This is an optimization exercise on Yosys and OpenROAD, whose aim is small area, a short achievable clock period and few clock cycles per item, not a production implementation. No functional check of the RTL was part of any run shown here. Power and IR drop assume default switching activity.

==> flow/run.sh <==
#!/bin/bash
# synth_recipe.tcl (not shown) runs the flow's synth.tcl, then flattens the netlist and writes it again
# the make line also repeats each setting of config.mk as NAME=value (left out here)
make -C /OpenROAD-flow-scripts/flow DESIGN_CONFIG=/design/flow/config.mk WORK_HOME=/design/flow/orfs CLKGATE_MAP_FILE= SYNTH_SCRIPT=/design/flow/synth_recipe.tcl finish
==> flow/config.mk <==
export PLATFORM = sky130hd
export DESIGN_NAME = averaged_current_sense
export DESIGN_NICKNAME = averaged_current_sense
export VERILOG_FILES = /design/flow/design.v
export SDC_FILE = /design/flow/constraint.sdc
export NUM_CORES = 4
export LEC_CHECK = 0
export ABC_CLOCK_PERIOD_IN_PS = 4000
export CAP_MARGIN = 20
export CORE_MARGIN = 2
export CORE_UTILIZATION = 40
export SETUP_SLACK_MARGIN = 4.0
export SLEW_MARGIN = 20
==> flow/constraint.sdc <==
create_clock -name core_clock -period 8.5 [get_ports {clk}]
set_input_delay 1.7000 -clock core_clock [delete_from_list [all_inputs] [get_ports {clk}]]
set_output_delay 1.7000 -clock core_clock [all_outputs]
set_load 0.01 [all_outputs]
==> flow/design.v <==
`default_nettype none
package acs_pkg;
  localparam int CHANNELS    = 4;
  localparam int MAX_RUN     = 1024;
  localparam int SAMPLE_BITS = 12;
  localparam int CH_W    = 2;
  localparam int LEN_W   = $clog2(MAX_RUN) + 1;    
  localparam int CNT_W   = $clog2(MAX_RUN);        
  localparam int SUM_W   = SAMPLE_BITS + $clog2(MAX_RUN);
  localparam int DB_W    = 12;
  localparam int GAIN_W  = 16;
  localparam int Q_FRAC  = 8;
  localparam int PROD_W  = SAMPLE_BITS + GAIN_W;
  localparam int MA_W    = 20;
  localparam int CFG_W   = 16;
  localparam int CFG_IDX_W = 2;
  localparam int JOB_W   = CH_W + 1 + SUM_W + LEN_W;
  localparam logic [CFG_IDX_W-1:0] REG_MEASURE_COUNT   = 2'd0;
  localparam logic [CFG_IDX_W-1:0] REG_CALIBRATE_COUNT = 2'd1;
  localparam logic [CFG_IDX_W-1:0] REG_DEADBAND        = 2'd2;
  localparam logic [CFG_IDX_W-1:0] REG_GAIN            = 2'd3;
  function automatic logic [CNT_W-1:0] count_limit(input logic [LEN_W-1:0] c);
    logic [CNT_W-1:0] r;
    if (c == '0) r = '0;
    else if (c > LEN_W'(MAX_RUN)) r = CNT_W'(MAX_RUN - 1);
    else r = CNT_W'(c - LEN_W'(1));
    count_limit = r;
  endfunction
endpackage
`default_nettype wire
`default_nettype none
module acs_queue (
  input  wire logic                            clk,
  input  wire logic                            rst,
  input  wire logic                            hold,
  input  wire logic                            s_valid,
  output logic                                 s_ready,
  input  wire logic [acs_pkg::CH_W-1:0]        s_channel,
  input  wire logic                            s_kind,
  input  wire logic [acs_pkg::SAMPLE_BITS-1:0] s_sample,
  output logic                                 n_valid,
  output logic [acs_pkg::CH_W-1:0]             n_ch,
  output logic                                 n_kind,
  output logic [acs_pkg::SAMPLE_BITS-1:0]      n_sample
);
  logic                            sk_valid;
  logic [acs_pkg::CH_W-1:0]        sk_ch;
  logic                            sk_kind;
  logic [acs_pkg::SAMPLE_BITS-1:0] sk_sample;
  logic                            take;
  assign s_ready  = !sk_valid;
  assign take     = s_valid && !sk_valid;
  assign n_valid  = sk_valid || take;
  assign n_ch     = sk_valid ? sk_ch     : s_channel;
  assign n_kind   = sk_valid ? sk_kind   : s_kind;
  assign n_sample = sk_valid ? sk_sample : s_sample;
  always_ff @(posedge clk) begin
    if (rst) sk_valid <= 1'b0;
    else if (hold) begin
      if (take) sk_valid <= 1'b1;
    end else begin
      sk_valid <= 1'b0;
    end
    if (hold && take) begin
      sk_ch     <= s_channel;
      sk_kind   <= s_kind;
      sk_sample <= s_sample;
    end
  end
endmodule
`default_nettype wire
`default_nettype none
module acs_front (
  input  wire logic                            clk,
  input  wire logic                            rst,
  input  wire logic                            hold,      
  input  wire logic [acs_pkg::CNT_W-1:0]       meas_lim,
  input  wire logic [acs_pkg::CNT_W-1:0]       cal_lim,
  input  wire logic                            n_valid,
  input  wire logic [acs_pkg::CH_W-1:0]        n_ch,
  input  wire logic                            n_kind,
  input  wire logic [acs_pkg::SAMPLE_BITS-1:0] n_sample,
  output logic                                 j_valid,
  output logic [acs_pkg::CH_W-1:0]             j_ch,
  output logic                                 j_kind,
  output logic [acs_pkg::SUM_W-1:0]            j_sum,
  output logic [acs_pkg::LEN_W-1:0]            j_len,
  output logic [6:0]                           j_len3     
);
  logic [acs_pkg::SUM_W-1:0] run_sum  [acs_pkg::CHANNELS];
  logic [acs_pkg::CNT_W-1:0] run_len  [acs_pkg::CHANNELS];
  logic                      run_kind [acs_pkg::CHANNELS];
  logic                            in_valid;
  logic [acs_pkg::CH_W-1:0]        in_ch;
  logic                            in_kind;
  logic [acs_pkg::SAMPLE_BITS-1:0] in_sample;
  logic [acs_pkg::SUM_W-1:0]       c_sum;
  logic [acs_pkg::CNT_W-1:0]       c_len;
  logic                            c_done;
  logic [acs_pkg::SUM_W-1:0] sum_next;
  logic [acs_pkg::LEN_W-1:0] len_next;
  logic [acs_pkg::SUM_W-1:0] wb_sum;
  logic [acs_pkg::CNT_W-1:0] wb_len;
  assign sum_next = c_sum + acs_pkg::SUM_W'(in_sample);
  assign len_next = acs_pkg::LEN_W'(c_len) + acs_pkg::LEN_W'(1);
  assign wb_sum   = c_done ? '0 : sum_next;
  assign wb_len   = c_done ? '0 : len_next[acs_pkg::CNT_W-1:0];
  logic                      fwd;
  logic [acs_pkg::CNT_W-1:0] lim_n;
  logic [acs_pkg::SUM_W-1:0] st_sum;
  logic [acs_pkg::CNT_W-1:0] st_len;
  logic                      st_busy;
  logic                      restart;
  logic                      done_fwd;
  logic                      done_reg;
  logic                      done_n;
  always_comb begin
    fwd      = in_valid && (n_ch == in_ch);
    lim_n    = n_kind ? acs_pkg::CNT_W'(cal_lim) : acs_pkg::CNT_W'(meas_lim);
    st_sum   = fwd ? wb_sum : run_sum[n_ch];
    st_len   = fwd ? wb_len : run_len[n_ch];
    st_busy  = fwd ? !c_done : (run_len[n_ch] != '0);
    restart  = st_busy && ((fwd ? in_kind : run_kind[n_ch]) != n_kind);
    done_fwd = c_done ? (lim_n == '0)
                      : ((n_kind ? (len_next >= acs_pkg::LEN_W'(cal_lim))
                                 : (len_next >= acs_pkg::LEN_W'(meas_lim))));
    done_reg = run_len[n_ch] >= lim_n;
    done_n   = restart ? (lim_n == '0) : (fwd ? done_fwd : done_reg);
  end
  always_ff @(posedge clk) begin
    if (rst) in_valid <= 1'b0;
    else if (!hold) in_valid <= n_valid;
    if (!hold) begin
      in_ch     <= n_ch;
      in_kind   <= n_kind;
      in_sample <= n_sample;
      c_sum     <= restart ? '0 : st_sum;
      c_len     <= restart ? '0 : st_len;
      c_done    <= done_n;
    end
  end
  always_ff @(posedge clk) begin
    if (rst) begin
      for (int i = 0; i < acs_pkg::CHANNELS; i++) begin
        run_sum[i]  <= '0;
        run_len[i]  <= '0;
        run_kind[i] <= 1'b0;
      end
    end else if (in_valid && !hold) begin
      run_kind[in_ch] <= in_kind;
      run_sum[in_ch]  <= wb_sum;
      run_len[in_ch]  <= wb_len;
    end
  end
  always_ff @(posedge clk) begin
    if (rst) j_valid <= 1'b0;
    else if (!hold) j_valid <= in_valid && c_done;
    if (!hold) begin
      j_ch   <= in_ch;
      j_kind <= in_kind;
      j_sum  <= sum_next;
      j_len  <= len_next;
      j_len3 <= 7'(len_next[4:0]) + 7'({len_next[4:0], 1'b0});
    end
  end
endmodule
`default_nettype wire
`default_nettype none
module acs_back #(
  parameter int SB = 5,     
  parameter int SK = 4,     
  parameter int LK = 1      
) (
  input  wire logic                        clk,
  input  wire logic                        rst,
  input  wire logic                        stall,
  input  wire logic [acs_pkg::DB_W-1:0]    deadband,
  input  wire logic [acs_pkg::GAIN_W-1:0]  gain,
  input  wire logic                        j_valid,
  input  wire logic [acs_pkg::CH_W-1:0]    j_ch,
  input  wire logic                        j_kind,
  input  wire logic [acs_pkg::SUM_W-1:0]   j_sum,
  input  wire logic [acs_pkg::LEN_W-1:0]   j_len,
  input  wire logic [SB+1:0]               j_len3,    
  output logic                             j_free,    
  output logic                             r_valid,
  output logic [acs_pkg::CH_W-1:0]         r_channel,
  output logic                             r_kind,
  output logic [acs_pkg::SAMPLE_BITS-1:0]  r_average,
  output logic [acs_pkg::MA_W-1:0]         r_current_ma
);
  localparam int QB = acs_pkg::SAMPLE_BITS;    
  localparam int LW = acs_pkg::LEN_W;
  localparam int RB = LW - 1;                  
  localparam int SR = SB - 1;                  
  localparam int NS = QB / SK;                 
  localparam int NL = QB / LK;                 
  localparam int CW = $clog2(NL + 1);
  logic j_small;
  assign j_small = j_len[LW-1:SB-1] == '0 || j_len == LW'(1 << (SB - 1));
  logic          l_busy;
  logic [CW-1:0] l_count;
  logic [RB-1:0] l_rem;
  logic [QB-1:0] l_q;
  logic [LW-1:0] l_len;
  logic [acs_pkg::CH_W-1:0] l_ch;
  logic          l_kind;
  logic          l_start;
  logic          l_done;
  logic [RB-1:0] l_rem_n;
  logic [QB-1:0] l_q_n;
  assign l_start = !stall && !l_busy && j_valid && !j_small;
  assign l_done  = l_busy && l_count == CW'(NL);
  assign j_free  = !stall && (!l_busy || !j_valid);
  always_comb begin
    logic [RB:0] trial;
    logic        fits;
    l_rem_n = l_rem;
    l_q_n   = l_q;
    for (int j = 0; j < LK; j++) begin
      trial   = {l_rem_n, l_q_n[QB-1]};
      fits    = trial >= {1'b0, l_len};
      l_rem_n = fits ? RB'(trial - {1'b0, l_len}) : trial[RB-1:0];
      l_q_n   = {l_q_n[QB-2:0], fits};
    end
  end
  always_ff @(posedge clk) begin
    if (rst) begin
      l_busy <= 1'b0;
    end else if (!stall) begin
      if (l_start) l_busy <= 1'b1;
      else if (l_done) l_busy <= 1'b0;
    end
    if (!stall) begin
      if (l_start) begin
        l_count <= '0;
        l_rem   <= j_sum[acs_pkg::SUM_W-1:QB];
        l_q     <= j_sum[QB-1:0];
        l_len   <= j_len;
        l_ch    <= j_ch;
        l_kind  <= j_kind;
      end else if (l_busy && !l_done) begin
        l_count <= l_count + CW'(1);
        l_rem   <= l_rem_n;
        l_q     <= l_q_n;
      end
    end
  end
  localparam int T3 = SB + 2;                  
  logic            dv  [NS+1];
  logic [acs_pkg::CH_W-1:0] dch [NS+1];
  logic            dk  [NS+1];
  logic [SR-1:0]   drem[NS+1];
  logic [QB-1:0]   dq  [NS+1];
  logic [SB-1:0]   dlen[NS+1];
  logic [T3-1:0]   dl3 [NS+1];
  assign dv[0]   = j_valid && j_small && !l_busy;
  assign dch[0]  = j_ch;
  assign dk[0]   = j_kind;
  assign drem[0] = j_sum[QB+SR-1:QB];
  assign dq[0]   = j_sum[QB-1:0];
  assign dlen[0] = j_len[SB-1:0];
  assign dl3[0]  = j_len3;
  for (genvar s = 0; s < NS; s++) begin : g_div
    logic [SR-1:0] rem;
    logic [QB-1:0] q;
    logic [T3-1:0] trial;
    logic [T3:0]   d1, d2, d3;
    always_comb begin
      rem = drem[s];
      q   = dq[s];
      for (int j = 0; j < SK / 2; j++) begin
        trial = T3'({rem, q[QB-1:QB-2]});
        d1    = {1'b0, trial} - (T3+1)'(dlen[s]);
        d2    = {1'b0, trial} - (T3+1)'({dlen[s], 1'b0});
        d3    = {1'b0, trial} - (T3+1)'(dl3[s]);
        q     = {q[QB-3:0], 2'b00};
        if (!d3[T3]) begin
          rem  = SR'(d3);
          q[1:0] = 2'd3;
        end else if (!d2[T3]) begin
          rem  = SR'(d2);
          q[1:0] = 2'd2;
        end else if (!d1[T3]) begin
          rem  = SR'(d1);
          q[1:0] = 2'd1;
        end else begin
          rem  = SR'(trial);
        end
      end
    end
    if (s < NS - 1) begin : g_reg
      always_ff @(posedge clk) begin
        if (rst) dv[s+1] <= 1'b0;
        else if (!stall) dv[s+1] <= dv[s];
        if (!stall) begin
          dch[s+1]  <= dch[s];
          dk[s+1]   <= dk[s];
          drem[s+1] <= rem;
          dq[s+1]   <= q;
          dlen[s+1] <= dlen[s];
          dl3[s+1]  <= dl3[s];
        end
      end
    end else begin : g_last
      assign dv[s+1]   = dv[s];
      assign dch[s+1]  = dch[s];
      assign dk[s+1]   = dk[s];
      assign drem[s+1] = rem;
      assign dq[s+1]   = q;
      assign dlen[s+1] = dlen[s];
      assign dl3[s+1]  = dl3[s];
    end
  end
  logic                            p1_valid;
  logic [acs_pkg::CH_W-1:0]        p1_ch;
  logic                            p1_kind;
  logic [acs_pkg::SAMPLE_BITS-1:0] p1_avg;
  logic [acs_pkg::SAMPLE_BITS-1:0] zero_offset [acs_pkg::CHANNELS];
  logic [acs_pkg::SAMPLE_BITS-1:0] off;
  logic [acs_pkg::SAMPLE_BITS-1:0] corrected;
  always_ff @(posedge clk) begin
    if (rst) p1_valid <= 1'b0;
    else if (!stall) p1_valid <= dv[NS] || l_done;
    if (!stall) begin
      p1_ch   <= l_done ? l_ch   : dch[NS];
      p1_kind <= l_done ? l_kind : dk[NS];
      p1_avg  <= l_done ? l_q    : dq[NS];
    end
  end
  assign off       = zero_offset[p1_ch];
  assign corrected = (p1_avg > off) ? p1_avg - off : '0;
  always_ff @(posedge clk) begin
    if (rst) begin
      for (int i = 0; i < acs_pkg::CHANNELS; i++) zero_offset[i] <= '0;
    end else if (!stall && p1_valid && p1_kind) begin
      zero_offset[p1_ch] <= p1_avg;
    end
  end
  localparam int PW = acs_pkg::PROD_W;
  localparam int FW = acs_pkg::Q_FRAC;
  logic                            p2_valid;
  logic [acs_pkg::CH_W-1:0]        p2_ch;
  logic                            p2_kind;
  logic [acs_pkg::SAMPLE_BITS-1:0] p2_avg;
  logic                            p2_pass;
  logic [acs_pkg::SAMPLE_BITS-1:0] p2_corr;
  always_ff @(posedge clk) begin
    if (rst) p2_valid <= 1'b0;
    else if (!stall) p2_valid <= p1_valid;
    if (!stall) begin
      p2_ch   <= p1_ch;
      p2_kind <= p1_kind;
      p2_avg  <= p1_avg;
      p2_pass <= !p1_kind && (corrected >= deadband);
      p2_corr <= corrected;
    end
  end
  logic [PW-1:0] row_a;
  logic [PW-1:0] row_b;
  logic [FW:0]   low_sum;
  logic [PW-1:0] r0 [12];
  logic [PW-1:0] r1 [8];
  logic [PW-1:0] r2 [6];
  logic [PW-1:0] r3 [4];
  logic [PW-1:0] r4 [3];
  always_comb begin
    for (int i = 0; i < 12; i++) r0[i] = p2_corr[i] ? (PW'(gain) << i) : '0;
    for (int i = 0; i < 4; i++) begin
      r1[2*i]   = r0[3*i] ^ r0[3*i+1] ^ r0[3*i+2];
      r1[2*i+1] = ((r0[3*i] & r0[3*i+1]) | (r0[3*i] & r0[3*i+2]) | (r0[3*i+1] & r0[3*i+2])) << 1;
    end
    for (int i = 0; i < 2; i++) begin
      r2[2*i]   = r1[3*i] ^ r1[3*i+1] ^ r1[3*i+2];
      r2[2*i+1] = ((r1[3*i] & r1[3*i+1]) | (r1[3*i] & r1[3*i+2]) | (r1[3*i+1] & r1[3*i+2])) << 1;
    end
    r2[4] = r1[6];
    r2[5] = r1[7];
    for (int i = 0; i < 2; i++) begin
      r3[2*i]   = r2[3*i] ^ r2[3*i+1] ^ r2[3*i+2];
      r3[2*i+1] = ((r2[3*i] & r2[3*i+1]) | (r2[3*i] & r2[3*i+2]) | (r2[3*i+1] & r2[3*i+2])) << 1;
    end
    r4[0] = r3[0] ^ r3[1] ^ r3[2];
    r4[1] = ((r3[0] & r3[1]) | (r3[0] & r3[2]) | (r3[1] & r3[2])) << 1;
    r4[2] = r3[3];
    row_a   = r4[0] ^ r4[1] ^ r4[2];
    row_b   = ((r4[0] & r4[1]) | (r4[0] & r4[2]) | (r4[1] & r4[2])) << 1;
    low_sum = (FW+1)'(row_a[FW-1:0]) + (FW+1)'(row_b[FW-1:0]);
  end
  logic                            p3_valid;
  logic [acs_pkg::CH_W-1:0]        p3_ch;
  logic                            p3_kind;
  logic [acs_pkg::SAMPLE_BITS-1:0] p3_avg;
  logic                            p3_pass;
  logic [PW-FW-1:0]                p3_a;
  logic [PW-FW-1:0]                p3_b;
  logic                            p3_c;
  logic [PW-FW-1:0]                scaled;
  logic [acs_pkg::MA_W-1:0]        ma;
  always_ff @(posedge clk) begin
    if (rst) p3_valid <= 1'b0;
    else if (!stall) p3_valid <= p2_valid;
    if (!stall) begin
      p3_ch   <= p2_ch;
      p3_kind <= p2_kind;
      p3_avg  <= p2_avg;
      p3_pass <= p2_pass;
      p3_a    <= row_a[PW-1:FW];
      p3_b    <= row_b[PW-1:FW];
      p3_c    <= low_sum[FW];
    end
  end
  assign scaled = p3_a + p3_b + (PW-FW)'(p3_c);
  assign ma = !p3_pass ? '0 :
              (scaled[PW-FW-1:acs_pkg::MA_W] != '0) ? {acs_pkg::MA_W{1'b1}} :
              scaled[acs_pkg::MA_W-1:0];
  always_ff @(posedge clk) begin
    if (rst) r_valid <= 1'b0;
    else if (!stall) r_valid <= p3_valid;
    if (!stall) begin
      r_channel    <= p3_ch;
      r_kind       <= p3_kind;
      r_average    <= p3_avg;
      r_current_ma <= ma;
    end
  end
endmodule
`default_nettype wire
`default_nettype none
module averaged_current_sense (
  input  wire logic                            clk,
  input  wire logic                            rst,
  input  wire logic                            s_valid,
  output logic                                 s_ready,
  input  wire logic [acs_pkg::CH_W-1:0]        s_channel,
  input  wire logic                            s_kind,
  input  wire logic [acs_pkg::SAMPLE_BITS-1:0] s_sample,
  output logic                                 r_valid,
  input  wire logic                            r_ready,
  output logic [acs_pkg::CH_W-1:0]             r_channel,
  output logic                                 r_kind,
  output logic [acs_pkg::SAMPLE_BITS-1:0]      r_average,
  output logic [acs_pkg::MA_W-1:0]             r_current_ma,
  input  wire logic                            cfg_we,
  input  wire logic [acs_pkg::CFG_IDX_W-1:0]   cfg_index,
  input  wire logic [acs_pkg::CFG_W-1:0]       cfg_data
);
  logic [acs_pkg::CNT_W-1:0]  meas_lim;    
  logic [acs_pkg::CNT_W-1:0]  cal_lim;     
  logic [acs_pkg::DB_W-1:0]   deadband;
  logic [acs_pkg::GAIN_W-1:0] gain;
  always_ff @(posedge clk) begin
    if (rst) begin
      meas_lim <= acs_pkg::CNT_W'(64 - 1);
      cal_lim  <= acs_pkg::CNT_W'(200 - 1);
      deadband <= acs_pkg::DB_W'(149);
      gain     <= acs_pkg::GAIN_W'(5158);
    end else if (cfg_we) begin
      case (cfg_index)
        acs_pkg::REG_MEASURE_COUNT:   meas_lim <= acs_pkg::count_limit(cfg_data[acs_pkg::LEN_W-1:0]);
        acs_pkg::REG_CALIBRATE_COUNT: cal_lim  <= acs_pkg::count_limit(cfg_data[acs_pkg::LEN_W-1:0]);
        acs_pkg::REG_DEADBAND:        deadband <= cfg_data[acs_pkg::DB_W-1:0];
        default:                      gain     <= cfg_data[acs_pkg::GAIN_W-1:0];
      endcase
    end
  end
  logic stall;
  logic j_free;
  logic hold;
  assign stall = r_valid && !r_ready;
  assign hold  = !j_free;
  logic                            n_valid;
  logic [acs_pkg::CH_W-1:0]        n_ch;
  logic                            n_kind;
  logic [acs_pkg::SAMPLE_BITS-1:0] n_sample;
  acs_queue u_queue (
    .clk(clk), .rst(rst), .hold(hold),
    .s_valid(s_valid), .s_ready(s_ready), .s_channel(s_channel),
    .s_kind(s_kind), .s_sample(s_sample),
    .n_valid(n_valid), .n_ch(n_ch), .n_kind(n_kind), .n_sample(n_sample)
  );
  logic                        j_valid;
  logic [acs_pkg::CH_W-1:0]    j_ch;
  logic                        j_kind;
  logic [acs_pkg::SUM_W-1:0]   j_sum;
  logic [acs_pkg::LEN_W-1:0]   j_len;
  logic [6:0]                  j_len3;
  acs_front u_front (
    .clk(clk), .rst(rst), .hold(hold),
    .meas_lim(meas_lim), .cal_lim(cal_lim),
    .n_valid(n_valid), .n_ch(n_ch), .n_kind(n_kind), .n_sample(n_sample),
    .j_valid(j_valid), .j_ch(j_ch), .j_kind(j_kind), .j_sum(j_sum), .j_len(j_len), .j_len3(j_len3)
  );
  acs_back u_back (
    .clk(clk), .rst(rst), .stall(stall),
    .deadband(deadband), .gain(gain),
    .j_valid(j_valid), .j_ch(j_ch), .j_kind(j_kind), .j_sum(j_sum), .j_len(j_len), .j_len3(j_len3),
    .j_free(j_free),
    .r_valid(r_valid), .r_channel(r_channel), .r_kind(r_kind),
    .r_average(r_average), .r_current_ma(r_current_ma)
  );
endmodule
`default_nettype wire
==> results of run 1 <==
-- layout by cell type (no fill, tap or decap), types with 7 or more instances in the layout --
master,count
sky130_fd_sc_hd__a211o_1,16
sky130_fd_sc_hd__nor3_1,27
sky130_fd_sc_hd__o21ai_0,67
sky130_fd_sc_hd__nand4_1,11
sky130_fd_sc_hd__and2_1,49
sky130_fd_sc_hd__o21a_1,12
sky130_fd_sc_hd__or2_1,7
sky130_fd_sc_hd__ha_1,174
sky130_fd_sc_hd__clkinv_1,12
sky130_fd_sc_hd__dfxtp_1,42
sky130_fd_sc_hd__xor2_1,38
sky130_fd_sc_hd__fa_1,19
sky130_fd_sc_hd__a211oi_1,16
sky130_fd_sc_hd__bufinv_16,7
sky130_fd_sc_hd__o21ai_1,10
sky130_fd_sc_hd__nand3_1,28
sky130_fd_sc_hd__nor4_1,10
sky130_fd_sc_hd__edfxtp_1,448
sky130_fd_sc_hd__nand2_1,118
sky130_fd_sc_hd__buf_4,31
sky130_fd_sc_hd__mux2_2,30
sky130_fd_sc_hd__nor2b_1,19
sky130_fd_sc_hd__a21oi_1,124
sky130_fd_sc_hd__xnor2_1,32
sky130_fd_sc_hd__clkbuf_1,7
sky130_fd_sc_hd__nor2_1,285
sky130_fd_sc_hd__a22oi_1,8
sky130_fd_sc_hd__or3_1,8
sky130_fd_sc_hd__clkdlybuf4s50_1,69
sky130_fd_sc_hd__clkbuf_16,53
sky130_fd_sc_hd__nand2b_1,27
sky130_fd_sc_hd__a21o_1,34
sky130_fd_sc_hd__inv_1,148
sky130_fd_sc_hd__mux2i_1,14
sky130_fd_sc_hd__mux4_2,44
-- worst reg2reg max path: stages, from the launching register on --
cell	delay, ps
sky130_fd_sc_hd__dfxtp_4	360
sky130_fd_sc_hd__mux4_2	500
sky130_fd_sc_hd__ha_2	200
sky130_fd_sc_hd__fa_1	390
sky130_fd_sc_hd__nor2b_2	150
sky130_fd_sc_hd__o21ai_1	90
sky130_fd_sc_hd__a21oi_1	230
sky130_fd_sc_hd__nor3_2	70
sky130_fd_sc_hd__o21bai_2	140
sky130_fd_sc_hd__nor2b_2	160
sky130_fd_sc_hd__o31ai_1	70
sky130_fd_sc_hd__buf_4	170
sky130_fd_sc_hd__or2_2	280
sky130_fd_sc_hd__ha_1	270
sky130_fd_sc_hd__nand2b_1	140
sky130_fd_sc_hd__a21o_1	170
sky130_fd_sc_hd__a21o_1	170
sky130_fd_sc_hd__a21oi_1	140
sky130_fd_sc_hd__o21ai_0	110
sky130_fd_sc_hd__a21oi_1	160
sky130_fd_sc_hd__nor2_1	60
-- how the worst max path moves through the flow --
stage                       from                  end  slack, ps  depth (start not counted)
finish              s_channel[1]     u_front.c_sum[8]       4140                         10
CTS                 s_channel[1]       u_front.c_done       4000                          9
floorplan                r_ready  u_front.run_kind[1]       3500                          7
detailed placement  s_channel[1]       u_front.c_done       2500                         10
global route           flip-flop       u_back.p2_pass       4010                         20
global placement    s_channel[1]       u_front.c_done       2580                         10
-- kinds of logic (layout without fill, tap and decap cells) --
kind of cell | Yosys count | count (layout) | synth area share
buffers and inverters | 245 | 346 | 0.0397
xor gates and xnor gates | 75 | 75 | 0.0276
muxes | 93 | 93 | 0.0601
DFF | 492 | 492 | 0.561
adders and majority gates | 196 | 196 | 0.101
and+or+nand+nor | 638 | 641 | 0.116
AOI/OAI and AO/OA | 365 | 365 | 0.0946
-- through the flow --
step | worst slack, ps | power (µW) | area, µm²
floorplan | 3500 | 5730 | 25700
global placement | 2580 | 6510 | 27100
detailed placement | 2500 | 6610 | 27100
CTS | 4000 | 8890 | 28900
global route | 4010 | 9500 | 29000
finish | 4140 | 8870 | 29000
-- registers in the layout (all words and copies together) (netlist names), 11 cells and up, named ones only --
signal and count:
u_back.l_len 11, u_back.p2_avg 12, u_back.zero_offset 48, u_back.r_average 12, u_back.l_q 12, u_front.j_sum 22
u_back.p3_avg 12, u_back.p1_avg 12, u_queue.sk_sample 12, u_front.in_sample 12, u_front.run_sum 88, u_back.dq 24
u_back.dl3 14, u_front.c_sum 22, deadband 12, u_front.run_len 40
-- cell type report --
class / instances / area, µm²
repair buffers: 105 / 1000
inverters: 153 / 584
well taps: 846 / 1060
fillers: 5692 / 34100
flip-flops and latches: 492 / 14300
clock inverters: 28 / 308
clock buffers: 60 / 1350
multi-input cells: 1370 / 10400
-- layer usage --
metal	wire, µm	share of wire	vias to the layer above
met4	1350	0.024	0
met3	2600	0.045	92
met1	24800	0.43	7864
met2	28400	0.50	352
met5	0	0	-
li1	-	-	7756
-- report_power, final --
part	switching, µW	internal, µW
combinational	1770	1480
sequential	253	3120
clock	914	1340
-- repair_timing --
item                       in CTS  in global routing
setup buffers                   8                  7
setup endpoints to repair      33                 43
resized for setup               9                 17
pin swaps                       2                  2
gates cloned                    3                  1
==> run_results.csv, run 1 <==
group,metric,value,unit
clock_tree,worst_setup_hold_path_clk_slew,60,ps
critical_path,critPathCaptureType,"flip-flop",
sta,worst-slew-pin-transition,926,ps
global_routing,groute.usage.overall,0.172,
sta,layout_min_cycle_time,4360,ps
global_routing,grt_use_met3,0.0248,
synthesis,netlist.area_leader.share,0.526,
final_layout,final_net_count,2404,
clock_tree,cts.path.max_buffers,3,
sta,rsz_0062_raised_after_global_routing,"no",
place,place.detailed.instances,2946,
critical_path,critPathRequiredTime,8830,ps
synthesis,synth_ff_type,"sky130_fd_sc_hd__edfxtp_1",
drt,post-route-drc-count,0,
global_routing,global_route.overflow_total,0,
drt,post_drt_via_cell_ratio,5.26,
synthesis,synth_warnings,24,
critical_path,critPathTopFamily,"buffers and inverters",
synthesis,most_frequent_cell_after_synthesis,"sky130_fd_sc_hd__edfxtp_1",
critical_path,start_kind,"input pin",
floorplanning,chipWidth,257,µm
sta,setup_viol_count_final,0,
floorplanning,height_of_the_die,257,µm
floorplanning,placement_rows,92,
critical_path,worstRegToRegCells,20,
place,numPortBuffers,70,
floorplanning,io_pins,75,
run_status,status,"no timing/DRC/antenna violations",
critical_path,reg2reg_setup_slack,4260,ps
drt,routed-via-count,16100,
final_layout,layout_cells_sized_above_1,0.112,
clock_tree,cts-buffers-inserted,50,
clock_tree,clk_root_buffer_cell,"sky130_fd_sc_hd__clkbuf_16",
synthesis,syn_area_per_cell,12.1,µm²
synthesis,leading_cell_types_by_count_after_synthesis,"sky130_fd_sc_hd__edfxtp_1 (448), sky130_fd_sc_hd__nor2_1 (285), sky130_fd_sc_hd__ha_1 (175), sky130_fd_sc_hd__inv_1 (150), sky130_fd_sc_hd__a21oi_1 (124)",
worst_hold_path,min_delay_path_depth,0,
sta,max_slew_margin,0.379,
sta,finalHoldViolations,0,
synthesis,synth_seq_area_share,0.561,
drt,total_wirelength,57100,µm
worst_hold_path,worst_hold_start,"u_back.p2_avg[0]",
worst_hold_path,hold-path-endpoint,"u_back.p3_avg[0]",
final_layout,area_growth_synth_to_finish,13.6,%
synthesis,synthDominantAreaCellType,"sky130_fd_sc_hd__edfxtp_1",
global_routing,met2_usage_in_global_routing,0.299,
global_routing,antenna_found_initial,0,
place,routabilityCongestion,0.844,
clock_tree,clock_latency,590,ps
critical_path,critical_path_peak_fanout,40,
critical_path,critPathKind,"input pin to flip-flop",
global_routing,grt_pass1_wl,90100,µm
floorplanning,floorplan.initialDensity,0.405,
critical_path,worst_path_most_repeated_cell,"sky130_fd_sc_hd__nor2_4",
drt,dr.first_iter.drc_count,1015,
critical_path,worstPathArrival,4690,ps
pwr,cellLeakagePower,0.0113,µW
global_routing,pin_count_of_the_biggest_net_entering_global_routing,62,
final_layout,final-instance-count-excl-fill,3054,
critical_path,critical_path.reg2reg.endpoint,"u_back.p2_pass",
critical_path,crit_path_cell_trace,"clkdlybuf4s50_1, mux2i_4, buf_6, xor2_1, nand3b_4, nor2_4, a22oi_1, nor2_4, buf_4, nor2_1",
synthesis,cell_area_after_synthesis,25600,µm²
sta,max_freq,229,MHz
worst_hold_path,hold_path_class,"flip-flop to flip-flop",
drt,wl_per_cell,18.7,µm
drt,antenna_left,0,
floorplanning,design.die.area,65900,µm²
run,drv.max_cap_violation_count,0,
synthesis,flop_and_latch_count_out_of_synthesis,492,
sta,layout_worst_path_cycle_share,0.513,
sta,clock-skew-final,19.4,ps
floorplanning,placeableCoreArea,63100,µm²
synthesis,synth_cell_type_count,91,
sta,fin_hold_ws,416,ps
global_routing,grt_pass1_vias,16300,
critical_path,timing.critical_path.buf_inv,3,
final_layout,antenna-diode-count,0,
place,dp_hpwl,38500,µm
pwr,power_density,306,nW/µm²
critical_path,cp_slowest_stage_delay,560,ps
synthesis,count_of_flip_flops_with_a_built_in_enable_after_synthesis,448,
clock_tree,number_of_buffers_inserted_by_hold_repair_at_cts,0,
clock_tree,cts_tree,"yes",
synthesis,synth_area_leaders,"sky130_fd_sc_hd__edfxtp_1 (53%), sky130_fd_sc_hd__ha_1 (8.6%), sky130_fd_sc_hd__nor2_1 (4.2%), sky130_fd_sc_hd__mux4_2 (3.9%), sky130_fd_sc_hd__dfxtp_1 (3.4%)",
pwr,vdd.ir_drop.worst,174,µV
drt,firstDrtPassIters,5,
clock_tree,numClockSinks,492,
global_routing,met1_usage,0.222,
synthesis,post_syn_nets,2336,
clock_tree,cts.htree.levels,2,
final_layout,layout.core_utilization,0.460,
sta,final_max_slew_viol_count,0,
synthesis,synthesis.instances,2104,
sta,finalSetupTns,0,ps
critical_path,cpMaxStageDelayCell,"sky130_fd_sc_hd__xor2_1",
global_routing,gr_busiest_metal,"met2",
synthesis,ys_async_sr_fraction,0,
==> inputs of run 2 (changes only) <==
--- a/flow/config.mk
+++ b/flow/config.mk
@@ -6,8 +6,8 @@
 export NUM_CORES = 4
 export LEC_CHECK = 0
-export ABC_CLOCK_PERIOD_IN_PS = 4000
+export ABC_CLOCK_PERIOD_IN_PS = 3500
 export CAP_MARGIN = 20
 export CORE_MARGIN = 2
 export CORE_UTILIZATION = 40
-export SETUP_SLACK_MARGIN = 4.0
+export SETUP_SLACK_MARGIN = 4.7
 export SLEW_MARGIN = 20
==> run 2 against run 1 <==
  * Still clean on timing, DRC and antenna
  * Combinational power is 21% higher
  * Synthesized area stayed put
  * Wire length grew 2.8%
==> run_results.csv, run 2 <==
group,metric,value,unit
run_status,status,"no timing/DRC/antenna violations",
global_routing,antenna_found_initial,0,
synthesis,count_of_flip_flops_with_a_built_in_enable_after_synthesis,448,
pwr,power_density,316,nW/µm²
sta,layout_worst_path_cycle_share,0.474,
global_routing,pin_count_of_the_biggest_net_entering_global_routing,81,
global_routing,grt_pass1_wl,91000,µm
critical_path,critPathCaptureType,"flip-flop",
final_layout,max_flop_register,"u_front.run_sum",
clock_tree,cts-buffers-inserted,52,
synthesis,synth_ff_type,"sky130_fd_sc_hd__edfxtp_1",
critical_path,reg2reg_setup_slack,4470,ps
synthesis,synth_warnings,24,
sta,layout_min_cycle_time,4030,ps
sta,clock-skew-final,14.5,ps
critical_path,timing.critical_path.buf_inv,1,
floorplanning,chipWidth,257,µm
final_layout,largestRegisters,"u_front.run_sum: 88 flops, u_back.zero_offset: 48 flops, u_front.run_len: 40 flops",
critical_path,critPathTopFamily,"compound AO/OA/AOI/OAI gates",
critical_path,critPathRequiredTime,8850,ps
clock_tree,worst_setup_hold_path_clk_slew,60,ps
synthesis,flop_and_latch_count_out_of_synthesis,492,
critical_path,start_kind,"flip-flop",
place,routabilityCongestion,0.855,
critical_path,critical_path_peak_fanout,4,
synthesis,netlist.area_leader.share,0.526,
clock_tree,cts.htree.levels,2,
synthesis,synth_cell_type_count,91,
synthesis,post_syn_nets,2336,
critical_path,cpMaxStageDelayCell,"sky130_fd_sc_hd__mux4_2",
pwr,report.power.total,9520,µW
clock_tree,numClockSinks,492,
synthesis,leading_cell_types_by_count_after_synthesis,"sky130_fd_sc_hd__edfxtp_1 (448), sky130_fd_sc_hd__nor2_1 (285), sky130_fd_sc_hd__ha_1 (175), sky130_fd_sc_hd__inv_1 (150), sky130_fd_sc_hd__a21oi_1 (124)",
sta,max_slew_margin,0.353,
critical_path,cp_slowest_stage_delay,520,ps
final_layout,antenna-diode-count,0,
drt,dr.first_iter.drc_count,1169,
synthesis,syn_area_per_cell,12.1,µm²
final_layout,layout_common_cells,"sky130_fd_sc_hd__edfxtp_1 (448), sky130_fd_sc_hd__nor2_1 (281), sky130_fd_sc_hd__ha_1 (162)",
critical_path,critPathKind,"flip-flop to flip-flop",
sta,worst-slew-pin-transition,970,ps
global_routing,groute.usage.overall,0.174,
global_routing,grt_pass1_vias,16400,
final_layout,postLayoutCellArea,30100,µm²
sta,finalSetupTns,0,ps
synthesis,synthDominantAreaCellType,"sky130_fd_sc_hd__edfxtp_1",
worst_hold_path,worst_hold_start,"u_back.dk[1]",
floorplanning,io_pins,75,
global_routing,global_route.overflow_total,0,
floorplanning,height_of_the_die,257,µm
place,numPortBuffers,70,
critical_path,worstRegToRegCells,20,
final_layout,final_net_count,2471,
place,placed_cell_area,27100,µm²
sta,max_freq,248,MHz
final_layout,layout_cells_sized_above_1,0.166,
floorplanning,floorplan.initialDensity,0.405,
clock_tree,clock_latency,600,ps
drt,post_drt_via_cell_ratio,5.29,
worst_hold_path,hold-path-endpoint,"u_back.dk[2]",
clock_tree,clk_root_buffer_cell,"sky130_fd_sc_hd__clkbuf_16",
drt,routed-via-count,16600,
clock_tree,cts_tree,"yes",
synthesis,synth_area_leaders,"sky130_fd_sc_hd__edfxtp_1 (53%), sky130_fd_sc_hd__ha_1 (8.6%), sky130_fd_sc_hd__nor2_1 (4.2%), sky130_fd_sc_hd__mux4_2 (3.9%), sky130_fd_sc_hd__dfxtp_1 (3.4%)",
drt,antenna_left,0,
place,place.detailed.instances,2946,
drt,post-route-drc-count,0,
synthesis,synthesis.instances,2104,
synthesis,ys_async_sr_fraction,0,
critical_path,critical_path.reg2reg.endpoint,"u_back.p2_pass",
final_layout,flip_flop_count_of_the_largest_register_all_copies_and_words_added,88,
place,dp_hpwl,38600,µm
synthesis,cell_area_after_synthesis,25600,µm²
run,drv.max_cap_violation_count,0,
drt,wl_per_cell,18.8,µm
floorplanning,placement_rows,92,
pwr,vdd.ir_drop.worst,187,µV
synthesis,most_frequent_cell_after_synthesis,"sky130_fd_sc_hd__edfxtp_1",
pwr,cellLeakagePower,0.0118,µW
worst_hold_path,hold_path_class,"flip-flop to flip-flop",
final_layout,mostFrequentLayoutCell,"sky130_fd_sc_hd__edfxtp_1",
sta,rsz_0062_raised_after_global_routing,"yes",
critical_path,worstPathArrival,4380,ps
synthesis,synth_seq_area_share,0.561,
drt,total_wirelength,58700,µm
floorplanning,design.die.area,65900,µm²
final_layout,area_growth_synth_to_finish,17.9,%
clock_tree,cts.path.max_buffers,3,
final_layout,final-instance-count-excl-fill,3128,
drt,firstDrtPassIters,5,
critical_path,crit_path_cell_trace,"mux4_2, ha_4, fa_2, nor2b_4, o21ai_2, a21oi_2, nor3_2, o21bai_2, nor2b_4, o31ai_4, buf_6, or2_4, ha_4, nand2b_4, a21o_1, a21o_1, a21oi_2, o21ai_1, a21oi_1, nor2_1",
sta,setup_viol_count_final,0,
sta,finalHoldViolations,0,
floorplanning,placeableCoreArea,63100,µm²
sta,final_max_slew_viol_count,0,
worst_hold_path,min_delay_path_depth,0,
-- run 2: cell types whose count changed in the layout (fill, tap and decap cells not counted), sizes merged --
cell / previous run / this run
buf: 35 / 93
clkbuf: 60 / 67
clkinv: 18 / 22
nand2b: 30 / 33
bufinv: 7 / 5
clkinvlp: 5 / 7
inv: 151 / 153
clkdlybuf4s50: 69 / 68
dlymetal6s2s: 0 / 1
-- run 2: final cells by class --
class,count,area [µm²]
Clock buffer,63,1360
Timing Repair Buffer,167,1580
Inverter,153,589
Fill cell,5640,32900
Tap cell,846,1060
Clock inverter,34,299
Sequential cell,492,14300
Multi-Input combinational cell,1373,10900
-- run 2: per-layer routing --
metal	vias to the layer above	share of wire	global-route usage
met2	400	0.50	0.299
li1	7900	-	-
met3	81	0.049	0.0232
met4	0	0.021	0.0489
met1	8174	0.43	0.230
met5	-	0	0
-- run 2: worst max path at each step --
stage | start | to | slack [ps] | cells after the start
final | flip-flop | u_back.p2_pass | 4470 | 20
after global routing | flip-flop | u_back.p2_pass | 4300 | 20
after CTS | s_channel[0] | u_front.c_done | 4420 | 11
after detailed placement | s_channel[1] | u_front.c_done | 2480 | 10
after global placement | s_channel[1] | u_front.c_done | 2540 | 10
after floorplan | r_ready | u_front.run_kind[1] | 3500 | 7
-- run 2: logic make-up (layout without fill, tap and decap cells) --
| family | Yosys count | count (layout) | synth area share |
|---|---|---|---|
| DFF | 492 | 492 | 0.561 |
| AOI/OAI and AO/OA | 365 | 365 | 0.0946 |
| and+or+nand+nor | 638 | 644 | 0.116 |
| muxes | 93 | 93 | 0.0601 |
| xor gates and xnor gates | 75 | 75 | 0.0276 |
| adders and majority gates | 196 | 196 | 0.101 |
| buffers and inverters | 245 | 417 | 0.0397 |
-- run 2: where the power goes --
group,switching [µW],internal [µW],total (µW),leakage (µW)
clock,943,1290,2240,0.000801
combinational,2080,1840,3920,0.00593
sequential,246,3120,3360,0.00502
total,3260,6250,9520,0.0118
-- run 2: repair_timing --
item / 4_1_cts / 5_1_grt
pin swaps: 13 / 30
buffers inserted: 37 / 37
cloned: 6 / 4
resized for setup: 74 / 56
setup endpoints to repair: 195 / 106
hold buffers: 0 / 0
-- run 2: stage by stage --
step	hold slack, ps	utilization	worst slack [ps]
final	417	0.478	4470
after floorplan	400	-	3500
after global placement	401	0.430	2540
after CTS	418	0.467	4420
after global routing	425	0.478	4300
after detailed placement	405	0.430	2480
==> inputs of run 3 (changes only) <==
--- a/flow/design.v
+++ b/flow/design.v
@@ -81,10 +81,11 @@
   input  wire logic                            n_kind,
   input  wire logic [acs_pkg::SAMPLE_BITS-1:0] n_sample,
-  output logic                                 j_valid,
-  output logic [acs_pkg::CH_W-1:0]             j_ch,
-  output logic                                 j_kind,
-  output logic [acs_pkg::SUM_W-1:0]            j_sum,
-  output logic [acs_pkg::LEN_W-1:0]            j_len,
-  output logic [6:0]                           j_len3     
+  output logic                                 push,      
+  output logic [acs_pkg::CH_W-1:0]             push_ch,
+  output logic                                 push_kind,
+  output logic [acs_pkg::SUM_W-1:0]            push_sum,
+  output logic [acs_pkg::LEN_W-1:0]            push_len,
+  output logic [6:0]                           push_len3,   
+  output logic                                 push_small   
 );
   logic [acs_pkg::SUM_W-1:0] run_sum  [acs_pkg::CHANNELS];
@@ -153,15 +154,11 @@
     end
   end
-  always_ff @(posedge clk) begin
-    if (rst) j_valid <= 1'b0;
-    else if (!hold) j_valid <= in_valid && c_done;
-    if (!hold) begin
-      j_ch   <= in_ch;
-      j_kind <= in_kind;
-      j_sum  <= sum_next;
-      j_len  <= len_next;
-      j_len3 <= 7'(len_next[4:0]) + 7'({len_next[4:0], 1'b0});
-    end
-  end
+  assign push       = in_valid && c_done;
+  assign push_ch    = in_ch;
+  assign push_kind  = in_kind;
+  assign push_sum   = sum_next;
+  assign push_len   = len_next;
+  assign push_len3  = 7'(len_next[4:0]) + 7'({len_next[4:0], 1'b0});
+  assign push_small = c_len < acs_pkg::CNT_W'(16);
 endmodule
 `default_nettype wire
@@ -177,10 +174,11 @@
   input  wire logic [acs_pkg::DB_W-1:0]    deadband,
   input  wire logic [acs_pkg::GAIN_W-1:0]  gain,
-  input  wire logic                        j_valid,
-  input  wire logic [acs_pkg::CH_W-1:0]    j_ch,
-  input  wire logic                        j_kind,
-  input  wire logic [acs_pkg::SUM_W-1:0]   j_sum,
-  input  wire logic [acs_pkg::LEN_W-1:0]   j_len,
-  input  wire logic [SB+1:0]               j_len3,    
+  input  wire logic                        push,
+  input  wire logic [acs_pkg::CH_W-1:0]    push_ch,
+  input  wire logic                        push_kind,
+  input  wire logic [acs_pkg::SUM_W-1:0]   push_sum,
+  input  wire logic [acs_pkg::LEN_W-1:0]   push_len,
+  input  wire logic [SB+1:0]               push_len3,
+  input  wire logic                        push_small,
   output logic                             j_free,    
   output logic                             r_valid,
@@ -197,52 +195,43 @@
   localparam int NL = QB / LK;                 
   localparam int CW = $clog2(NL + 1);
-  logic j_small;
-  assign j_small = j_len[LW-1:SB-1] == '0 || j_len == LW'(1 << (SB - 1));
-  logic          l_busy;
-  logic [CW-1:0] l_count;
-  logic [RB-1:0] l_rem;
-  logic [QB-1:0] l_q;
-  logic [LW-1:0] l_len;
-  logic [acs_pkg::CH_W-1:0] l_ch;
-  logic          l_kind;
-  logic          l_start;
-  logic          l_done;
-  logic [RB-1:0] l_rem_n;
-  logic [QB-1:0] l_q_n;
-  assign l_start = !stall && !l_busy && j_valid && !j_small;
-  assign l_done  = l_busy && l_count == CW'(NL);
-  assign j_free  = !stall && (!l_busy || !j_valid);
+  logic                     j_valid;
+  logic [acs_pkg::CH_W-1:0] j_ch;
+  logic                     j_kind;
+  logic [acs_pkg::SUM_W-1:0] j_sum;
+  logic [LW-1:0]            j_len;
+  logic [SB+1:0]            j_len3;
+  logic                     j_small;
+  logic [CW-1:0]            j_count;
+  logic                     l_last;
+  logic [RB-1:0]            l_rem_n;
+  logic [QB-1:0]            l_q_n;
   always_comb begin
     logic [RB:0] trial;
     logic        fits;
-    l_rem_n = l_rem;
-    l_q_n   = l_q;
+    l_rem_n = j_sum[acs_pkg::SUM_W-1:QB];
+    l_q_n   = j_sum[QB-1:0];
     for (int j = 0; j < LK; j++) begin
       trial   = {l_rem_n, l_q_n[QB-1]};
-      fits    = trial >= {1'b0, l_len};
-      l_rem_n = fits ? RB'(trial - {1'b0, l_len}) : trial[RB-1:0];
+      fits    = trial >= {1'b0, j_len};
+      l_rem_n = fits ? RB'(trial - {1'b0, j_len}) : trial[RB-1:0];
       l_q_n   = {l_q_n[QB-2:0], fits};
     end
   end
+  assign l_last = j_valid && !j_small && j_count == CW'(NL - 1);
+  assign j_free = !stall && (!j_valid || j_small || l_last);
   always_ff @(posedge clk) begin
-    if (rst) begin
-      l_busy <= 1'b0;
+    if (rst) j_valid <= 1'b0;
+    else if (j_free) j_valid <= push;
+    if (j_free) begin
+      j_ch    <= push_ch;
+      j_kind  <= push_kind;
+      j_sum   <= push_sum;
+      j_len   <= push_len;
+      j_len3  <= push_len3;
+      j_small <= push_small;
+      j_count <= '0;
     end else if (!stall) begin
-      if (l_start) l_busy <= 1'b1;
-      else if (l_done) l_busy <= 1'b0;
-    end
-    if (!stall) begin
-      if (l_start) begin
-        l_count <= '0;
-        l_rem   <= j_sum[acs_pkg::SUM_W-1:QB];
-        l_q     <= j_sum[QB-1:0];
-        l_len   <= j_len;
-        l_ch    <= j_ch;
-        l_kind  <= j_kind;
-      end else if (l_busy && !l_done) begin
-        l_count <= l_count + CW'(1);
-        l_rem   <= l_rem_n;
-        l_q     <= l_q_n;
-      end
+      j_sum   <= {l_rem_n, l_q_n};
+      j_count <= j_count + CW'(1);
     end
   end
@@ -255,5 +244,5 @@
   logic [SB-1:0]   dlen[NS+1];
   logic [T3-1:0]   dl3 [NS+1];
-  assign dv[0]   = j_valid && j_small && !l_busy;
+  assign dv[0]   = j_valid && j_small;
   assign dch[0]  = j_ch;
   assign dk[0]   = j_kind;
@@ -322,9 +311,9 @@
   always_ff @(posedge clk) begin
     if (rst) p1_valid <= 1'b0;
-    else if (!stall) p1_valid <= dv[NS] || l_done;
+    else if (!stall) p1_valid <= dv[NS] || l_last;
     if (!stall) begin
-      p1_ch   <= l_done ? l_ch   : dch[NS];
-      p1_kind <= l_done ? l_kind : dk[NS];
-      p1_avg  <= l_done ? l_q    : dq[NS];
+      p1_ch   <= l_last ? j_ch    : dch[NS];
+      p1_kind <= l_last ? j_kind  : dk[NS];
+      p1_avg  <= l_last ? l_q_n   : dq[NS];
     end
   end
@@ -480,20 +469,23 @@
     .n_valid(n_valid), .n_ch(n_ch), .n_kind(n_kind), .n_sample(n_sample)
   );
-  logic                        j_valid;
-  logic [acs_pkg::CH_W-1:0]    j_ch;
-  logic                        j_kind;
-  logic [acs_pkg::SUM_W-1:0]   j_sum;
-  logic [acs_pkg::LEN_W-1:0]   j_len;
-  logic [6:0]                  j_len3;
+  logic                        push;
+  logic [acs_pkg::CH_W-1:0]    push_ch;
+  logic                        push_kind;
+  logic [acs_pkg::SUM_W-1:0]   push_sum;
+  logic [acs_pkg::LEN_W-1:0]   push_len;
+  logic [6:0]                  push_len3;
+  logic                        push_small;
   acs_front u_front (
     .clk(clk), .rst(rst), .hold(hold),
     .meas_lim(meas_lim), .cal_lim(cal_lim),
     .n_valid(n_valid), .n_ch(n_ch), .n_kind(n_kind), .n_sample(n_sample),
-    .j_valid(j_valid), .j_ch(j_ch), .j_kind(j_kind), .j_sum(j_sum), .j_len(j_len), .j_len3(j_len3)
+    .push(push), .push_ch(push_ch), .push_kind(push_kind), .push_sum(push_sum),
+    .push_len(push_len), .push_len3(push_len3), .push_small(push_small)
   );
   acs_back u_back (
     .clk(clk), .rst(rst), .stall(stall),
     .deadband(deadband), .gain(gain),
-    .j_valid(j_valid), .j_ch(j_ch), .j_kind(j_kind), .j_sum(j_sum), .j_len(j_len), .j_len3(j_len3),
+    .push(push), .push_ch(push_ch), .push_kind(push_kind), .push_sum(push_sum),
+    .push_len(push_len), .push_len3(push_len3), .push_small(push_small),
     .j_free(j_free),
     .r_valid(r_valid), .r_channel(r_channel), .r_kind(r_kind),
--- a/flow/config.mk
+++ b/flow/config.mk
@@ -6,8 +6,8 @@
 export NUM_CORES = 4
 export LEC_CHECK = 0
-export ABC_CLOCK_PERIOD_IN_PS = 3500
+export ABC_CLOCK_PERIOD_IN_PS = 4000
 export CAP_MARGIN = 20
 export CORE_MARGIN = 2
 export CORE_UTILIZATION = 40
-export SETUP_SLACK_MARGIN = 4.7
+export SETUP_SLACK_MARGIN = 4.0
 export SLEW_MARGIN = 20
==> run 3 against run 2 <==
  * Still clean on timing, DRC and antenna
  * Via count decreased by 2.9%
  * Utilization decreased by 1.9 points
  * Flip-flop and latch count decreased by 36
  * First-iteration DRC count decreased by 1.3%
  * Combinational power increased by 24%
  * Sequential power about the same
  * Sequential share of layout area increased by 0.39 points
  * Clock-buffer cell count increased by 3
  * Hold slack got worse by 6.9 ps
  * Global-route usage increased by 0.55 points
  * Final cell count decreased by 5.9%
  * Largest cell class unchanged
==> run_results.csv, run 3 <==
group,metric,value,unit
sta,layout_min_cycle_time,4570,ps
pwr,power_density,371,nW/µm²
synthesis,leading_cell_types_by_count_after_synthesis,"sky130_fd_sc_hd__edfxtp_1 (409), sky130_fd_sc_hd__nor2_1 (240), sky130_fd_sc_hd__ha_1 (169), sky130_fd_sc_hd__nand2_1 (141), sky130_fd_sc_hd__inv_1 (126)",
global_routing,gr_busiest_metal,"met2",
synthesis,flop_and_latch_count_out_of_synthesis,456,
sta,setup_viol_count_final,0,
drt,antenna_left,0,
final_layout,postLayoutCellArea,27600,µm²
critical_path,crit_path_cell_trace,"mux4_2, ha_1, fa_2, nor2b_1, o21ai_0, nand2b_1, a31oi_4, a211o_1, a221o_2, or2_2, ha_1, nand2b_1, a21o_1, a21o_1, a211oi_1, o21bai_1, a21oi_1, o22ai_1",
place,numPortBuffers,70,
critical_path,critPathRequiredTime,8810,ps
critical_path,critPathTopFamily,"compound AO/OA/AOI/OAI gates",
sta,layout_worst_path_cycle_share,0.537,
final_layout,area_growth_synth_to_finish,13.6,%
clock_tree,number_of_buffers_inserted_by_hold_repair_at_cts,0,
pwr,power.share.switching,0.380,
synthesis,synthDominantAreaCellType,"sky130_fd_sc_hd__edfxtp_1",
synthesis,synth_area_leaders,"sky130_fd_sc_hd__edfxtp_1 (51%), sky130_fd_sc_hd__ha_1 (8.7%), sky130_fd_sc_hd__mux4_2 (4.1%), sky130_fd_sc_hd__dfxtp_1 (3.9%), sky130_fd_sc_hd__nor2_1 (3.7%)",
pwr,report.power.total,10200,µW
pwr,netSwitchingPower,3890,µW
run_status,status,"no timing/DRC/antenna violations",
final_layout,mostFrequentLayoutCell,"sky130_fd_sc_hd__edfxtp_1",
drt,post_drt_via_cell_ratio,5.46,
global_routing,groute.usage.overall,0.179,
clock_tree,cts.path.max_buffers,3,
pwr,p_comb_frac,0.476,
final_layout,multiInputGateArea,10200,µm²
pwr,power_report.internal_total,6340,µW
synthesis,post_syn_nets,2269,
synthesis,synthesis.instances,2044,
synthesis,cell_area_after_synthesis,24300,µm²
final_layout,final_net_count,2351,
critical_path,cp_slowest_stage_delay,500,ps
sta,clock-skew-final,24.1,ps
clock_tree,cts-buffers-inserted,48,
global_routing,met1_usage,0.235,
sta,finalHoldViolations,0,
drt,routed-via-count,16100,
sta,worst-slew-pin-transition,1040,ps
critical_path,cpMaxStageDelayCell,"sky130_fd_sc_hd__mux4_2",
drt,post-route-drc-count,0,
sta,final_max_slew_viol_count,0,
synthesis,syn_area_per_cell,11.9,µm²
synthesis,synth_seq_area_share,0.545,
place,dp_hpwl,39200,µm
final_layout,regArea,13200,µm²
floorplanning,chipWidth,250,µm
critical_path,worstPathArrival,4870,ps
global_routing,met2_usage_in_global_routing,0.305,
global_routing,grt_pass1_wl,88300,µm
critical_path,critPathKind,"flip-flop to flip-flop",
run,drv.max_cap_violation_count,0,
synthesis,synth_ff_type,"sky130_fd_sc_hd__edfxtp_1",
final_layout,max_flop_register,"u_front.run_sum",
critical_path,start_kind,"flip-flop",
drt,firstDrtPassIters,6,
clock_tree,clock_latency,580,ps
pwr,seq_power_share,0.330,
global_routing,grt_pass1_vias,15800,
synthesis,ys_async_sr_fraction,0,
critical_path,critical_path_peak_fanout,6,
drt,wl_per_cell,19.4,µm
global_routing,pin_count_of_the_biggest_net_entering_global_routing,81,
drt,total_wirelength,57200,µm
final_layout,layout_cells_sized_above_1,0.112,
clock_tree,cts_tree,"yes",
sta,max_freq,219,MHz
floorplanning,placement_rows,90,
clock_tree,numClockSinks,456,
final_layout,flip_flop_count_of_the_largest_register_all_copies_and_words_added,88,
pwr,vdd.ir_drop.worst,229,µV
critical_path,timing.critical_path.buf_inv,0,
sta,rsz_0062_raised_after_global_routing,"yes",
final_layout,layout_common_cells,"sky130_fd_sc_hd__edfxtp_1 (409), sky130_fd_sc_hd__nor2_1 (240), sky130_fd_sc_hd__ha_1 (168)",
sta,max_slew_margin,0.305,
global_routing,grt_use_met3,0.0292,
clock_tree,clk_root_buffer_cell,"sky130_fd_sc_hd__clkbuf_16",
floorplanning,design.die.area,62700,µm²
global_routing,antenna_found_initial,2,
floorplanning,floorplan.initialDensity,0.404,
drt,dr.first_iter.drc_count,1154,
synthesis,count_of_flip_flops_with_a_built_in_enable_after_synthesis,409,
clock_tree,worst_setup_hold_path_clk_slew,60,ps
sta,finalSetupTns,0,ps
synthesis,synth_warnings,24,
synthesis,netlist.area_leader.share,0.506,
pwr,share_clk_of_total_power,0.194,
global_routing,global_route.overflow_total,0,
place,routabilityCongestion,0.848,
critical_path,critPathCaptureType,"flip-flop",
floorplanning,placeableCoreArea,60100,µm²
synthesis,synth_cell_type_count,86,
final_layout,largestRegisters,"u_front.run_sum: 88 flops, u_back.zero_offset: 48 flops, u_front.run_len: 40 flops",
worst_hold_path,hold_path_class,"flip-flop to flip-flop",
floorplanning,io_pins,75,
pwr,cellLeakagePower,0.0106,µW
synthesis,most_frequent_cell_after_synthesis,"sky130_fd_sc_hd__edfxtp_1",
sta,fin_hold_ws,410,ps
place,placed_cell_area,25700,µm²
final_layout,nFillCells,5533,
clock_tree,cts.htree.levels,2,
floorplanning,height_of_the_die,250,µm
final_layout,antenna-diode-count,0,
## run 3: cell types whose count changed in the layout (fill, tap and decap cells not counted), moves of 10 or more
cell | previous run | this run
sky130_fd_sc_hd__o21ai_0 | 55 | 73
sky130_fd_sc_hd__ha_4 | 13 | 0
sky130_fd_sc_hd__nand2_1 | 118 | 141
sky130_fd_sc_hd__xnor2_1 | 32 | 44
sky130_fd_sc_hd__nor2_1 | 281 | 240
sky130_fd_sc_hd__inv_1 | 140 | 122
sky130_fd_sc_hd__edfxtp_1 | 448 | 409
sky130_fd_sc_hd__nor3_1 | 25 | 60
sky130_fd_sc_hd__buf_4 | 84 | 49
sky130_fd_sc_hd__mux2_2 | 29 | 19
sky130_fd_sc_hd__a2bb2oi_1 | 2 | 13
sky130_fd_sc_hd__a21oi_1 | 115 | 104
sky130_fd_sc_hd__o21ai_1 | 15 | 3
## run 3: power by group through the flow
stage / sequential [µW] / combinational (µW) / clock [µW]
6_report: 3380 / 4870 / 1990
5_1_grt: 3430 / 5450 / 2110
4_1_cts: 3390 / 4700 / 2030
3_5_place_dp: 3430 / 4580 / 0
3_3_place_gp: 3420 / 4430 / 0
2_1_floorplan: 3280 / 3470 / 0
## run 3: path summary, 6_finish.rpt
check	slack, ps	to	cells after the start	from
max	3930	u_back.p2_pass	18	flip-flop
min	410	u_back.r_average[3]	0	u_back.p3_avg[3]
max reg2reg	3930	u_back.p2_pass	18	flip-flop
min reg2reg	410	u_back.r_average[3]	0	u_back.p3_avg[3]
## run 3: area by class of cell
class / instances / share of cell area
Clock buffer: 66 / 0.0486
Clock inverter: 21 / 0.00499
Inverter: 128 / 0.0177
Multi-Input combinational cell: 1368 / 0.371
Sequential cell: 456 / 0.480
Tap cell: 782 / 0.0355
Timing Repair Buffer: 124 / 0.0421
## run 3: what timing repair did
action	in CTS	in global routing
setup endpoints to repair	78	67
buffers inserted	2	26
resized for setup	16	22
gates cloned	0	1
pin swaps	1	3
## run 3: cell families (layout without fill, tap and decap cells)
family,count (synthesis),in the layout,synth area share
AND/OR/NAND/NOR,658,658,0.129
flip-flops,456,456,0.545
AO/OA/AOI/OAI,370,370,0.102
buffers and inverters,220,339,0.0385
adder cells (fa/ha/maj),187,187,0.102
multiplexers,80,80,0.0574
XOR/XNOR,73,73,0.0267
## run 3: metrics by stage
step	cells	util	worst slack [ps]
finish	2945	0.458	3930
global route	2945	0.458	3740
CTS	2918	0.453	3520
detailed placement	2829	0.427	2850
global placement	2829	0.427	2920
floorplan	2044	-	4010
## run 3: routing by layer
layer	routed length [µm]	up-vias
li1	-	7675
met1	24400	7852
met2	28200	451
met3	3200	89
met4	1360	4
met5	21	-

-- what the ideal ports hide --
No port has a modelled driver above. Below, the same layouts with a new extraction and two added sets of constraints.
Step 1 sets driving cells, clkbuf_16 on the clock port and buf_2 on the other inputs (assumed; they add their load-dependent delay and slew).
Step 2 times the ports against the registers' clock, not the clock port: input delays grow and output delays shrink by t, the midpoint of the rising clock arrivals with the driver on.
Slacks: ideal / step 1 / step 2; pairs: ideal / step 1.
run | t (ns) | setup slack, ns | worst setup path after step 2 | clock arrival spread, ns | pins driven straight from the clock port
run 1 | 0.637 | 4.140 / 4.166 / 3.530 | input to register | 0.021 / 0.021 | 1
run 2 | 0.646 | 4.470 / 4.470 / 3.861 | input to register | 0.017 / 0.016 | 1
run 3 | 0.623 | 3.934 / 3.934 / 3.585 | input to register | 0.029 / 0.029 | 1
After both steps every run listed still meets setup and hold. The setup slack of run 1, which loses most, moves by +0.026 ns with the drivers and by -0.610 ns with both steps.
